From an optimization exercise on the open Yosys and OpenROAD flow, aimed at small area, a short achievable clock period and few clock cycles per item; shortcuts taken in it are not production practice.
At most, simulation tests tie the RTL to the original design; equivalence was not proved.

==> 03-16 <==
==> flow/design.v <==
`default_nettype none
package rx_phy_pkg;
  localparam logic [7:0] sym_stp = 8'hFB;
  localparam logic [7:0] sym_sdp = 8'h5C;
  localparam logic [7:0] sym_end = 8'hFD;
  localparam logic [7:0] sym_edb = 8'hFE;
endpackage
`default_nettype wire
`timescale 1ns/1ns
`default_nettype none
module rx_symbol_decode (
  input  logic [31:0] data_i,
  input  logic [3:0]  data_k_i,
  output logic [35:0] word_o
);
  always_comb begin
    for (int i = 0; i < 4; i++) begin
      logic [7:0] v;
      logic       s, t, g, f;
      v = data_i[8*i +: 8];
      t = (v == rx_phy_pkg::sym_stp);
      s = t || (v == rx_phy_pkg::sym_sdp);
      g = (v == rx_phy_pkg::sym_end);
      f = s || g || (v == rx_phy_pkg::sym_edb);
      word_o[9*i +: 9] = data_k_i[i] ? {1'b1, v[7:4], t, g, f, s} : {1'b0, v};
    end
  end
endmodule
`default_nettype wire
`timescale 1ns/1ns
`default_nettype none
module rx_data_handler (
  input  logic                  clk_i,
  input  logic                  rst_i,
  input  logic                  phy_link_up_i,
  input  logic                  phy_fifo_empty_i,
  output logic                  phy_fifo_rd_en_o,
  input  logic                  data_valid_i,
  input  logic [31:0]           data_i,
  input  logic [3:0]            data_k_i,
  output logic [31:0]           m_axis_tdata_o,
  output logic [3:0]            m_axis_tkeep_o,
  output logic                  m_axis_tvalid_o,
  output logic                  m_axis_tlast_o,
  output logic [1:0]            m_axis_tuser_o,
  input  logic                  m_axis_tready_i
);
  logic [35:0] word_in;
  rx_symbol_decode i_decode (
    .data_i   (data_i),
    .data_k_i (data_k_i),
    .word_o   (word_in)
  );
  logic [2:0][35:0] b_q;
  logic [2:0]  wp_q, rp_q;
  logic [35:0] w0_q;
  logic [1:0]  wc_q;
  logic        w0v_q;
  logic        rd_ok_q;
  logic        rd_q;
  logic [3:0]  m_q;
  logic        drop_q;
  logic        open_q;
  logic        tlp_q;
  logic [4:0]  hc_q;
  logic [3:0][7:0] acc_q;
  logic [31:0] od_q;
  logic [3:1]  ok_q;
  logic        ol_q;
  logic [1:0]  ou_q;
  logic        ov_q;
  logic            open_n, tlp_n;
  logic [4:0]      hc_n;
  logic [3:0][3:0] tgt;
  logic [3:0]      w_e, w_n;
  logic            emit;
  logic            cut;
  logic [3:0]      rem_m;
  logic [3:1]      e_keep;
  logic            e_last, e_nul, e_tlp;
  logic            quirk;
  logic [3:0]      d, f, s, g, t;
  logic [4:0]      ob, tb;
  logic [4:0][4:0] hb;
  logic [3:0]      ea, eb, em, pay, segn, prior, clash, cutb, go, first;
  logic [4:0]      stopb;
  logic [3:0][3:0] ln;
  logic [3:0]      we_all;
  always_comb begin
    for (int i = 0; i < 4; i++) begin
      d[i] = m_q[i] && !w0_q[9*i+8];
      f[i] = m_q[i] &&  w0_q[9*i+8] && w0_q[9*i+1];
      s[i] = m_q[i] &&  w0_q[9*i+8] && w0_q[9*i];
      g[i] = w0_q[9*i+2];
      t[i] = w0_q[9*i+3];
    end
    ob[0] = open_q;
    hb[0] = hc_q;
    tb[0] = tlp_q;
    for (int i = 0; i < 4; i++) begin
      pay[i]   = d[i] && ob[i];
      ea[i]    = pay[i] && hb[i][4];
      eb[i]    = f[i] && ob[i] && !hb[i][0];
      ln[i]    = ea[i] ? 4'b0001 : hb[i][3:0];
      ob[i+1]  = f[i] ? s[i] : ob[i];
      tb[i+1]  = s[i] ? t[i] : tb[i];
      hb[i+1]  = f[i] ? 5'b00001 : pay[i] ? {ln[i], 1'b0} : hb[i];
    end
    em = ea | eb;
    prior[0] = 1'b0;
    for (int i = 1; i < 4; i++) prior[i] = prior[i-1] || em[i-1];
    segn  = prior | ea;
    first = em & ~prior;
    we_all = '0;
    for (int i = 0; i < 4; i++) begin
      if (pay[i] && !segn[i]) we_all = we_all | ln[i];
    end
    for (int i = 0; i < 4; i++) begin
      clash[i] = pay[i] && segn[i] && ((ln[i] & we_all) != 4'b0000);
      cutb[i]  = (em[i] && prior[i] && !drop_q) || clash[i];
    end
    stopb[0] = 1'b0;
    for (int i = 0; i < 4; i++) stopb[i+1] = stopb[i] || cutb[i];
    go    = ~stopb[4:1];
    cut   = stopb[4];
    rem_m = m_q & stopb[4:1];
    open_n = ob[4];
    hc_n   = hb[4];
    tlp_n  = tb[4];
    for (int i = 3; i >= 0; i--) begin
      if (cutb[i] && !stopb[i]) begin
        open_n = ob[i];
        hc_n   = hb[i];
        tlp_n  = tb[i];
      end
    end
    emit   = em != 4'b0000;
    e_keep = 3'b111;
    e_last = 1'b0;
    e_nul  = 1'b0;
    e_tlp  = tlp_q;
    for (int i = 0; i < 4; i++) begin
      if (first[i]) begin
        e_tlp = tb[i];
        if (eb[i]) begin
          e_keep = {hb[i][4], hb[i][4] | hb[i][3], hb[i][4] | hb[i][3] | hb[i][2]};
          e_last = 1'b1;
          e_nul  = !g[i];
        end
      end
    end
    tgt = '0;
    w_e = '0;
    w_n = '0;
    for (int i = 0; i < 4; i++) begin
      if (pay[i] && (!segn[i] || go[i])) tgt[i] = ln[i];
      if (pay[i] && !segn[i])            w_e = w_e | ln[i];
      if (pay[i] && segn[i] && go[i])    w_n = w_n | ln[i];
    end
  end
  assign quirk = (m_q == 4'b1111) && open_q && hc_q[4] &&
                 !w0_q[8] && w0_q[17] && w0_q[9] && !w0_q[26] && w0_q[35] && w0_q[28];
  logic [3:0][7:0] sel, e_b;
  always_comb begin
    for (int j = 0; j < 4; j++) begin
      sel[j] = '0;
      for (int i = 0; i < 4; i++) begin
        sel[j] = sel[j] | ({8{tgt[i][j]}} & w0_q[9*i +: 8]);
      end
      e_b[j] = w_e[j] ? sel[j] : acc_q[j];
    end
  end
  logic fire, cons;
  logic [2:0] wc_n;
  always_comb begin
    w0_q = '0;
    for (int k = 0; k < 3; k++) w0_q = w0_q | ({36{rp_q[k]}} & b_q[k]);
  end
  assign fire   = w0v_q && (!ov_q || m_axis_tready_i);
  assign cons   = fire && !cut;
  logic [2:0] wc_in, wc_in_rd;
  assign wc_in    = {1'b0, wc_q} + {2'b00, data_valid_i};
  assign wc_in_rd = wc_in + {2'b00, phy_fifo_rd_en_o};
  assign wc_n     = cons ? wc_in - 3'd1 : wc_in;
  assign phy_fifo_rd_en_o = !rst_i && phy_link_up_i && !phy_fifo_empty_i && rd_ok_q;
  always_ff @(posedge clk_i) begin
    if (rst_i) begin
      wc_q    <= 2'd0;
      w0v_q   <= 1'b0;
      wp_q    <= 3'b001;
      rp_q    <= 3'b001;
      rd_q    <= 1'b0;
      rd_ok_q <= 1'b0;
      open_q  <= 1'b0;
      ov_q    <= 1'b0;
    end else begin
      rd_q    <= phy_fifo_rd_en_o;
      wc_q    <= wc_n[1:0];
      w0v_q   <= cons ? (wc_in > 3'd1) : (wc_in != 3'd0);
      if (data_valid_i) wp_q <= {wp_q[1:0], wp_q[2]};
      if (cons)         rp_q <= {rp_q[1:0], rp_q[2]};
      rd_ok_q <= cons ? (wc_in_rd <= 3'd3) : (wc_in_rd <= 3'd2);
      if (fire) begin
        open_q <= open_n;
      end
      ov_q <= (fire && emit) || (ov_q && !m_axis_tready_i);
    end
  end
  always_ff @(posedge clk_i) begin
    for (int k = 0; k < 3; k++) begin
      if (data_valid_i && wp_q[k]) b_q[k] <= word_in;
    end
    if (fire) begin
      tlp_q <= tlp_n;
      hc_q  <= hc_n;
    end
    if (!w0v_q) begin
      m_q    <= 4'b1111;
      drop_q <= 1'b0;
    end else if (fire) begin
      m_q    <= cut ? rem_m : 4'b1111;
      drop_q <= cut && quirk;
    end
    for (int j = 0; j < 4; j++) begin
      if (fire && (w_e[j] || w_n[j])) acc_q[j] <= sel[j];
    end
    if (fire && emit) begin
      od_q <= e_b;
      ok_q <= e_keep;
      ol_q <= e_last;
      ou_q <= {e_nul && e_last, e_tlp};
    end
  end
  assign m_axis_tvalid_o = ov_q;
  assign m_axis_tdata_o  = od_q;
  assign m_axis_tkeep_o  = {ok_q, 1'b1};
  assign m_axis_tlast_o  = ol_q;
  assign m_axis_tuser_o  = ou_q;
endmodule
`default_nettype wire
==> flow/run.sh <==
#!/bin/bash
# synth_recipe.tcl (not shown) runs the flow's synth.tcl, then flattens the netlist and writes it again
# the make line also repeats each setting of config.mk as NAME=value (left out here)
make -C /OpenROAD-flow-scripts/flow DESIGN_CONFIG=/design/flow/config.mk WORK_HOME=/design/flow/orfs CLKGATE_MAP_FILE= SYNTH_SCRIPT=/design/flow/synth_recipe.tcl finish
==> flow/config.mk <==
export PLATFORM = sky130hd
export DESIGN_NAME = rx_data_handler
export DESIGN_NICKNAME = rx_data_handler
export VERILOG_FILES = /design/flow/design.v
export SDC_FILE = /design/flow/constraint.sdc
export NUM_CORES = 4
export LEC_CHECK = 0
export ABC_AREA = 1
export CAP_MARGIN = 20
export CORE_MARGIN = 2
export CORE_UTILIZATION = 40
export CTS_BUF_LIST = sky130_fd_sc_hd__clkbuf_8
export GPL_TIMING_DRIVEN = 0
export PLACE_DENSITY = 0.6
export SETUP_SLACK_MARGIN = 4.5
export SLEW_MARGIN = 20
export TNS_END_PERCENT = 30
==> flow/constraint.sdc <==
create_clock -name core_clock -period 8.0 [get_ports {clk_i}]
set_input_delay 1.6000 -clock core_clock [delete_from_list [all_inputs] [get_ports {clk_i}]]
set_output_delay 1.6000 -clock core_clock [all_outputs]
set_load 0.01 [all_outputs]
==> inputs of 02-08, as changes to 03-16 <==
--- a/flow/design.v
+++ b/flow/design.v
@@ -173,3 +173,2 @@
   logic fire, cons;
-  logic [2:0] wc_n;
   always_comb begin
@@ -178,2 +177,3 @@
   end
+  logic [2:0] wc_n;
   assign fire   = w0v_q && (!ov_q || m_axis_tready_i);
@@ -193,3 +193,6 @@
       rd_ok_q <= 1'b0;
+      m_q     <= 4'b1111;
+      drop_q  <= 1'b0;
       open_q  <= 1'b0;
+      hc_q    <= 5'b00001;
       ov_q    <= 1'b0;
@@ -204,2 +207,5 @@
         open_q <= open_n;
+        hc_q   <= hc_n;
+        m_q    <= cut ? rem_m : 4'b1111;
+        drop_q <= cut && quirk;
       end
@@ -214,10 +220,2 @@
       tlp_q <= tlp_n;
-      hc_q  <= hc_n;
-    end
-    if (!w0v_q) begin
-      m_q    <= 4'b1111;
-      drop_q <= 1'b0;
-    end else if (fire) begin
-      m_q    <= cut ? rem_m : 4'b1111;
-      drop_q <= cut && quirk;
     end
Settings changed: CTS_BUF_LIST sky130_fd_sc_hd__clkbuf_8 to not set, GPL_TIMING_DRIVEN 0 to not set, TNS_END_PERCENT 30 to not set.
==> inputs of 09-17, as changes to 03-16 <==
==> flow/design.v, changed modules only <==
module rx_data_handler (
  input  logic                  clk_i,
  input  logic                  rst_i,
  input  logic                  phy_link_up_i,
  input  logic                  phy_fifo_empty_i,
  output logic                  phy_fifo_rd_en_o,
  input  logic                  data_valid_i,
  input  logic [31:0]           data_i,
  input  logic [3:0]            data_k_i,
  output logic [31:0]           m_axis_tdata_o,
  output logic [3:0]            m_axis_tkeep_o,
  output logic                  m_axis_tvalid_o,
  output logic                  m_axis_tlast_o,
  output logic [1:0]            m_axis_tuser_o,
  input  logic                  m_axis_tready_i
);
  logic [35:0] word_in;
  rx_symbol_decode i_decode (
    .data_i   (data_i),
    .data_k_i (data_k_i),
    .word_o   (word_in)
  );
  logic [35:0] w0_q, w1_q;
  logic [1:0]  wc_q;
  logic        w0v_q;
  logic [5:0]  sp_q, sp1_q;
  logic        rd_q;
  logic [3:0]  m_q;
  logic        drop_q;
  logic        open_q;
  logic        tlp_q;
  logic [4:0]  hc_q;
  logic [3:0][7:0] acc_q;
  logic [31:0] od_q;
  logic [3:1]  ok_q;
  logic        ol_q;
  logic [1:0]  ou_q;
  logic        ov_q;
  logic            open_n, tlp_n;
  logic [4:0]      hc_n;
  logic [3:0][3:0] tgt;
  logic [3:0]      w_e, w_n;
  logic            emit;
  logic            cut;
  logic [3:0]      rem_m;
  logic [3:1]      e_keep;
  logic            e_last, e_nul, e_tlp;
  logic            quirk;
  logic [3:0]      d, f, s, g, t;
  logic [4:0]      ob, tb;
  logic [4:0][4:0] hb;
  logic [3:0]      ea, eb, em, pay, segn, prior, clash, cutb, go, first;
  logic [4:0]      stopb;
  logic [3:0][3:0] ln;
  logic [3:0]      we_all;
  always_comb begin
    for (int i = 0; i < 4; i++) begin
      d[i] = m_q[i] && !w0_q[9*i+8];
      f[i] = m_q[i] &&  w0_q[9*i+8] && w0_q[9*i+1];
      s[i] = m_q[i] &&  w0_q[9*i+8] && w0_q[9*i];
      g[i] = w0_q[9*i+2];
      t[i] = w0_q[9*i+3];
    end
    ob[0] = open_q;
    hb[0] = hc_q;
    tb[0] = tlp_q;
    for (int i = 0; i < 4; i++) begin
      pay[i]   = d[i] && ob[i];
      ea[i]    = pay[i] && hb[i][4];
      eb[i]    = f[i] && ob[i] && !hb[i][0];
      ln[i]    = ea[i] ? 4'b0001 : hb[i][3:0];
      ob[i+1]  = f[i] ? s[i] : ob[i];
      tb[i+1]  = s[i] ? t[i] : tb[i];
      hb[i+1]  = f[i] ? 5'b00001 : pay[i] ? {ln[i], 1'b0} : hb[i];
    end
    em = ea | eb;
    prior[0] = 1'b0;
    for (int i = 1; i < 4; i++) prior[i] = prior[i-1] || em[i-1];
    segn  = prior | ea;
    first = em & ~prior;
    we_all = '0;
    for (int i = 0; i < 4; i++) begin
      if (pay[i] && !segn[i]) we_all = we_all | ln[i];
    end
    for (int i = 0; i < 4; i++) begin
      clash[i] = pay[i] && segn[i] && ((ln[i] & we_all) != 4'b0000);
      cutb[i]  = (em[i] && prior[i] && !drop_q) || clash[i];
    end
    stopb[0] = 1'b0;
    for (int i = 0; i < 4; i++) stopb[i+1] = stopb[i] || cutb[i];
    go    = ~stopb[4:1];
    cut   = stopb[4];
    rem_m = m_q & stopb[4:1];
    open_n = ob[4];
    hc_n   = hb[4];
    tlp_n  = tb[4];
    for (int i = 3; i >= 0; i--) begin
      if (cutb[i] && !stopb[i]) begin
        open_n = ob[i];
        hc_n   = hb[i];
        tlp_n  = tb[i];
      end
    end
    emit   = (em & go) != 4'b0000;
    e_keep = 3'b111;
    e_last = 1'b0;
    e_nul  = 1'b0;
    e_tlp  = tlp_q;
    for (int i = 0; i < 4; i++) begin
      if (first[i]) begin
        e_tlp = tb[i];
        if (eb[i]) begin
          e_keep = {hb[i][4], hb[i][4] | hb[i][3], hb[i][4] | hb[i][3] | hb[i][2]};
          e_last = 1'b1;
          e_nul  = !g[i];
        end
      end
    end
    tgt = '0;
    w_e = '0;
    w_n = '0;
    for (int i = 0; i < 4; i++) begin
      if (pay[i] && go[i]) begin
        tgt[i] = ln[i];
        if (segn[i]) w_n = w_n | ln[i];
        else         w_e = w_e | ln[i];
      end
    end
  end
  assign quirk = (m_q == 4'b1111) && open_q && hc_q[4] &&
                 !w0_q[8] && w0_q[17] && w0_q[9] && !w0_q[26] && w0_q[35] && w0_q[28];
  logic [3:0][7:0] sel, e_b;
  always_comb begin
    for (int j = 0; j < 4; j++) begin
      sel[j] = '0;
      for (int i = 0; i < 4; i++) begin
        sel[j] = sel[j] | ({8{tgt[i][j]}} & w0_q[9*i +: 8]);
      end
      e_b[j] = w_e[j] ? sel[j] : acc_q[j];
    end
  end
  function automatic logic splits(input logic [3:0][1:0] cls, input logic is_open,
                                  input logic [4:0] h0);
    logic op, e1, res;
    logic [3:0] we;
    logic [4:0] h;
    op  = is_open;
    h   = h0;
    e1  = 1'b0;
    we  = '0;
    res = 1'b0;
    for (int i = 0; i < 4; i++) begin
      if (cls[i] == 2'd0 && op) begin
        if (h[4]) begin
          res = res || e1;
          e1  = 1'b1;
          h   = 5'b00010;
        end else begin
          res = res || (e1 && ((we & h[3:0]) != 4'd0));
          if (!e1) we = we | h[3:0];
          h = {h[3:0], 1'b0};
        end
      end else if (cls[i] == 2'd1 || cls[i] == 2'd2) begin
        if (op && !h[0]) begin
          res = res || e1;
          e1  = 1'b1;
        end
        op = (cls[i] == 2'd1);
        h  = 5'b00001;
      end
    end
    splits = res;
  endfunction
  logic fire, cons, pred, sp_now;
  logic [1:0] wc_rem, tot;
  logic [3:0][1:0] cls_in;
  logic [5:0] sp_in;
  assign fire   = w0v_q && (!ov_q || m_axis_tready_i);
  assign cons   = fire && !cut;
  assign wc_rem = wc_q - {1'b0, cons};
  always_comb begin
    for (int i = 0; i < 4; i++) begin
      cls_in[i] = !data_k_i[i] ? 2'd0 : word_in[9*i] ? 2'd1 : word_in[9*i+1] ? 2'd2 : 2'd3;
    end
    sp_in[5] = splits(cls_in, 1'b0, 5'b00001);
    for (int h = 0; h < 5; h++) sp_in[h] = splits(cls_in, 1'b1, 5'(1 << h));
  end
  assign sp_now = open_q ? ((sp_q[4:0] & hc_q) != 5'd0) : sp_q[5];
  assign pred   = w0v_q && (m_q != 4'b1111 || !sp_now) && (!ov_q || m_axis_tready_i);
  assign tot = wc_q + {1'b0, rd_q};
  assign phy_fifo_rd_en_o = !rst_i && phy_link_up_i && !phy_fifo_empty_i &&
                            (!tot[1] || (!tot[0] && pred));
  always_ff @(posedge clk_i) begin
    if (rst_i) begin
      wc_q    <= 2'd0;
      w0v_q   <= 1'b0;
      rd_q    <= 1'b0;
      m_q     <= 4'b1111;
      drop_q  <= 1'b0;
      open_q  <= 1'b0;
      hc_q    <= 5'b00001;
      ov_q    <= 1'b0;
    end else begin
      rd_q    <= phy_fifo_rd_en_o;
      wc_q    <= wc_rem + {1'b0, data_valid_i};
      w0v_q   <= (wc_rem != 2'd0) || data_valid_i;
      if (fire) begin
        open_q <= open_n;
        hc_q   <= hc_n;
        m_q    <= cut ? rem_m : 4'b1111;
        drop_q <= cut && quirk;
      end
      ov_q <= (fire && emit) || (ov_q && !m_axis_tready_i);
    end
  end
  always_ff @(posedge clk_i) begin
    if (cons || !w0v_q) begin
      w0_q <= (wc_rem == 2'd0) ? word_in : w1_q;
      sp_q <= (wc_rem == 2'd0) ? sp_in : sp1_q;
    end
    if (data_valid_i) begin
      w1_q  <= word_in;
      sp1_q <= sp_in;
    end
    if (fire) begin
      tlp_q <= tlp_n;
    end
    for (int j = 0; j < 4; j++) begin
      if (fire && (w_e[j] || w_n[j])) acc_q[j] <= sel[j];
    end
    if (fire && emit) begin
      od_q <= e_b;
      ok_q <= e_keep;
      ol_q <= e_last;
      ou_q <= {e_nul && e_last, e_tlp};
    end
  end
  assign m_axis_tvalid_o = ov_q;
  assign m_axis_tdata_o  = od_q;
  assign m_axis_tkeep_o  = {ok_q, 1'b1};
  assign m_axis_tlast_o  = ol_q;
  assign m_axis_tuser_o  = ou_q;
endmodule
Settings changed: CTS_BUF_LIST sky130_fd_sc_hd__clkbuf_8 to not set, GPL_TIMING_DRIVEN 0 to not set, SETUP_SLACK_MARGIN 4.5 to 4.3, TNS_END_PERCENT 30 to not set.
==> inputs of 06-22, as changes to 03-16 <==
==> flow/design.v, changed modules only <==
module rx_data_handler (
  input  logic                  clk_i,
  input  logic                  rst_i,
  input  logic                  phy_link_up_i,
  input  logic                  phy_fifo_empty_i,
  output logic                  phy_fifo_rd_en_o,
  input  logic                  data_valid_i,
  input  logic [31:0]           data_i,
  input  logic [3:0]            data_k_i,
  output logic [31:0]           m_axis_tdata_o,
  output logic [3:0]            m_axis_tkeep_o,
  output logic                  m_axis_tvalid_o,
  output logic                  m_axis_tlast_o,
  output logic [1:0]            m_axis_tuser_o,
  input  logic                  m_axis_tready_i
);
  logic [35:0] word_in;
  rx_symbol_decode i_decode (
    .data_i   (data_i),
    .data_k_i (data_k_i),
    .word_o   (word_in)
  );
  logic [35:0] w0_q, w1_q, w2_q;
  logic [1:0]  wc_q;
  logic        w0v_q;
  logic        rd_ok_q;
  logic        rd_q;
  logic [3:0]  m_q;
  logic        drop_q;
  logic        open_q;
  logic        tlp_q;
  logic [4:0]  hc_q;
  logic [3:0][7:0] acc_q;
  logic [31:0] od_q;
  logic [3:1]  ok_q;
  logic        ol_q;
  logic [1:0]  ou_q;
  logic        ov_q;
  logic            open_n, tlp_n;
  logic [4:0]      hc_n;
  logic [3:0][3:0] tgt;
  logic [3:0]      w_e, w_n;
  logic            emit;
  logic            cut;
  logic [3:0]      rem_m;
  logic [3:1]      e_keep;
  logic            e_last, e_nul, e_tlp;
  logic            quirk;
  logic [3:0]      d, f, s, g, t;
  logic [4:0]      ob, tb;
  logic [4:0][4:0] hb;
  logic [3:0]      ea, eb, em, pay, segn, prior, clash, cutb, go, first;
  logic [4:0]      stopb;
  logic [3:0][3:0] ln;
  logic [3:0]      we_all;
  always_comb begin
    for (int i = 0; i < 4; i++) begin
      d[i] = m_q[i] && !w0_q[9*i+8];
      f[i] = m_q[i] &&  w0_q[9*i+8] && w0_q[9*i+1];
      s[i] = m_q[i] &&  w0_q[9*i+8] && w0_q[9*i];
      g[i] = w0_q[9*i+2];
      t[i] = w0_q[9*i+3];
    end
    ob[0] = open_q;
    hb[0] = hc_q;
    tb[0] = tlp_q;
    for (int i = 0; i < 4; i++) begin
      pay[i]   = d[i] && ob[i];
      ea[i]    = pay[i] && hb[i][4];
      eb[i]    = f[i] && ob[i] && !hb[i][0];
      ln[i]    = ea[i] ? 4'b0001 : hb[i][3:0];
      ob[i+1]  = f[i] ? s[i] : ob[i];
      tb[i+1]  = s[i] ? t[i] : tb[i];
      hb[i+1]  = f[i] ? 5'b00001 : pay[i] ? {ln[i], 1'b0} : hb[i];
    end
    em = ea | eb;
    prior[0] = 1'b0;
    for (int i = 1; i < 4; i++) prior[i] = prior[i-1] || em[i-1];
    segn  = prior | ea;
    first = em & ~prior;
    we_all = '0;
    for (int i = 0; i < 4; i++) begin
      if (pay[i] && !segn[i]) we_all = we_all | ln[i];
    end
    for (int i = 0; i < 4; i++) begin
      clash[i] = pay[i] && segn[i] && ((ln[i] & we_all) != 4'b0000);
      cutb[i]  = (em[i] && prior[i] && !drop_q) || clash[i];
    end
    stopb[0] = 1'b0;
    for (int i = 0; i < 4; i++) stopb[i+1] = stopb[i] || cutb[i];
    go    = ~stopb[4:1];
    cut   = stopb[4];
    rem_m = m_q & stopb[4:1];
    open_n = ob[4];
    hc_n   = hb[4];
    tlp_n  = tb[4];
    for (int i = 3; i >= 0; i--) begin
      if (cutb[i] && !stopb[i]) begin
        open_n = ob[i];
        hc_n   = hb[i];
        tlp_n  = tb[i];
      end
    end
    emit   = (em & go) != 4'b0000;
    e_keep = 3'b111;
    e_last = 1'b0;
    e_nul  = 1'b0;
    e_tlp  = tlp_q;
    for (int i = 0; i < 4; i++) begin
      if (first[i]) begin
        e_tlp = tb[i];
        if (eb[i]) begin
          e_keep = {hb[i][4], hb[i][4] | hb[i][3], hb[i][4] | hb[i][3] | hb[i][2]};
          e_last = 1'b1;
          e_nul  = !g[i];
        end
      end
    end
    tgt = '0;
    w_e = '0;
    w_n = '0;
    for (int i = 0; i < 4; i++) begin
      if (pay[i] && go[i]) begin
        tgt[i] = ln[i];
        if (segn[i]) w_n = w_n | ln[i];
        else         w_e = w_e | ln[i];
      end
    end
  end
  assign quirk = (m_q == 4'b1111) && open_q && hc_q[4] &&
                 !w0_q[8] && w0_q[17] && w0_q[9] && !w0_q[26] && w0_q[35] && w0_q[28];
  logic [3:0][7:0] sel, e_b;
  always_comb begin
    for (int j = 0; j < 4; j++) begin
      sel[j] = '0;
      for (int i = 0; i < 4; i++) begin
        sel[j] = sel[j] | ({8{tgt[i][j]}} & w0_q[9*i +: 8]);
      end
      e_b[j] = w_e[j] ? sel[j] : acc_q[j];
    end
  end
  logic fire, cons;
  logic [1:0] wc_rem;
  logic [2:0] wc_n;
  assign fire   = w0v_q && (!ov_q || m_axis_tready_i);
  assign cons   = fire && !cut;
  assign wc_rem = wc_q - {1'b0, cons};
  assign wc_n   = {1'b0, wc_rem} + {2'b00, data_valid_i};
  assign phy_fifo_rd_en_o = !rst_i && phy_link_up_i && !phy_fifo_empty_i && rd_ok_q;
  always_ff @(posedge clk_i) begin
    if (rst_i) begin
      wc_q    <= 2'd0;
      w0v_q   <= 1'b0;
      rd_q    <= 1'b0;
      rd_ok_q <= 1'b0;
      m_q     <= 4'b1111;
      drop_q  <= 1'b0;
      open_q  <= 1'b0;
      hc_q    <= 5'b00001;
      ov_q    <= 1'b0;
    end else begin
      rd_q    <= phy_fifo_rd_en_o;
      wc_q    <= wc_n[1:0];
      w0v_q   <= (wc_n != 3'd0);
      rd_ok_q <= (wc_n + {2'b00, phy_fifo_rd_en_o}) <= 3'd2;
      if (fire) begin
        open_q <= open_n;
        hc_q   <= hc_n;
        m_q    <= cut ? rem_m : 4'b1111;
        drop_q <= cut && quirk;
      end
      ov_q <= (fire && emit) || (ov_q && !m_axis_tready_i);
    end
  end
  always_ff @(posedge clk_i) begin
    if (cons || !w0v_q) begin
      w0_q <= (wc_rem == 2'd0) ? word_in : w1_q;
    end
    if (cons || wc_q == 2'd1) begin
      w1_q <= (wc_rem == 2'd1) ? word_in : w2_q;
    end
    if (data_valid_i) begin
      w2_q <= word_in;
    end
    if (fire) begin
      tlp_q <= tlp_n;
    end
    for (int j = 0; j < 4; j++) begin
      if (fire && (w_e[j] || w_n[j])) acc_q[j] <= sel[j];
    end
    if (fire && emit) begin
      od_q <= e_b;
      ok_q <= e_keep;
      ol_q <= e_last;
      ou_q <= {e_nul && e_last, e_tlp};
    end
  end
  assign m_axis_tvalid_o = ov_q;
  assign m_axis_tdata_o  = od_q;
  assign m_axis_tkeep_o  = {ok_q, 1'b1};
  assign m_axis_tlast_o  = ol_q;
  assign m_axis_tuser_o  = ou_q;
endmodule
Settings changed: CTS_BUF_LIST sky130_fd_sc_hd__clkbuf_8 to not set, GPL_TIMING_DRIVEN 0 to not set, SETUP_SLACK_MARGIN 4.5 to 0, TNS_END_PERCENT 30 to not set.
==> results_dict.tcl <==
set metrics [dict create \
    ir_drop_mv 0.184 \
    multi_input_area_share_pct 32.3 \
    clock_skew_ns 0.0215 \
    status "complete, no violations" \
    grtUsageTotal_pct 22.6 \
    setup_slack_ns 4.30 \
    clkCellAreaFrac_pct 4.75 \
    grt_pass1_vias 8667 \
    grt_util_met3_pct 4.07 \
    worst_pin_slew_ns 0.798 \
]
# the run above: 03-16

==> results_dict.tcl <==
set metrics [dict create \
    status "complete, no violations" \
    clkCellAreaFrac_pct 5.67 \
    worst_pin_slew_ns 0.896 \
    grt_util_met3_pct 4.02 \
    multi_input_area_share_pct 34.1 \
    grt_pass1_vias 8650 \
    setup_slack_ns 4.33 \
    clock_skew_ns 0.0134 \
    drc 0 \
    grtUsageTotal_pct 23.8 \
]
# the run above: 02-08

==> results_dict.tcl <==
set metrics [dict create \
    clock_skew_ns 0.0167 \
    status "complete, no violations" \
    grt_util_met3_pct 3.46 \
    grtUsageTotal_pct 20.9 \
    worst_pin_slew_ns 1.00 \
    grt_pass1_vias 7541 \
    setup_slack_ns 2.68 \
]
# the run above: 06-22

==> results_dict.tcl <==
set metrics [dict create \
    worst_pin_slew_ns 0.799 \
    grtUsageTotal_pct 24.8 \
    status "complete, no violations" \
    setup_slack_ns 3.70 \
    clock_skew_ns 0.0133 \
    ir_drop_mv 0.189 \
]
# the run above: 09-17

Testbench counts of 03-16, summed over its fixed seeds: cycles 34,759, items 32,299.
Testbench counts of 02-08, summed over its fixed seeds: cycles 34,759, items 32,299.
Testbench counts of 06-22, summed over its fixed seeds: cycles 34,759, items 32,299.
Function not checked in 09-17: the RTL went through the layout flow alone.

## static timing again, ports no longer ideal
How much do the figures lean on ideal ports? The routed layouts below were timed once more, with nothing changed but the port constraints. Step 1 sets driving cells, clkbuf_16 on the clock port and buf_2 on the other inputs (assumed; they add their load-dependent delay and slew). Step 2 times the ports against the registers' clock, not the clock port: input delays grow and output delays shrink by t, the midpoint of the rising clock arrivals with the driver on. Three values: ideal ports, drivers, drivers and shift; two values: the first two.
| run | t, ns | setup WS [ns] | hold slack, ns | worst setup path at the end | slew at the worst register clock pin (ns) |
|---|---|---|---|---|---|
| 03-16 | 0.560 | 4.302 / 4.261 / 4.027 | 0.458 / 0.458 / 0.458 | input to register | 0.06 / 0.06 |
| 02-08 | 0.562 | 4.327 / 4.327 / 4.111 | 0.456 / 0.456 / 0.456 | input to register | 0.06 / 0.06 |
| 09-17 | 0.479 | 3.702 / 3.697 / 3.218 | 0.497 / 0.497 / 0.497 | input to register | 0.08 / 0.08 |
| 06-22 | 0.480 | 2.684 / 2.684 / 2.684 | 0.507 / 0.507 / 0.507 | register to register | 0.08 / 0.08 |
After both steps setup and hold are still met in every run listed. The setup slack of 09-17, which loses most, moves by -0.005 ns with the drivers and by -0.484 ns with both steps.
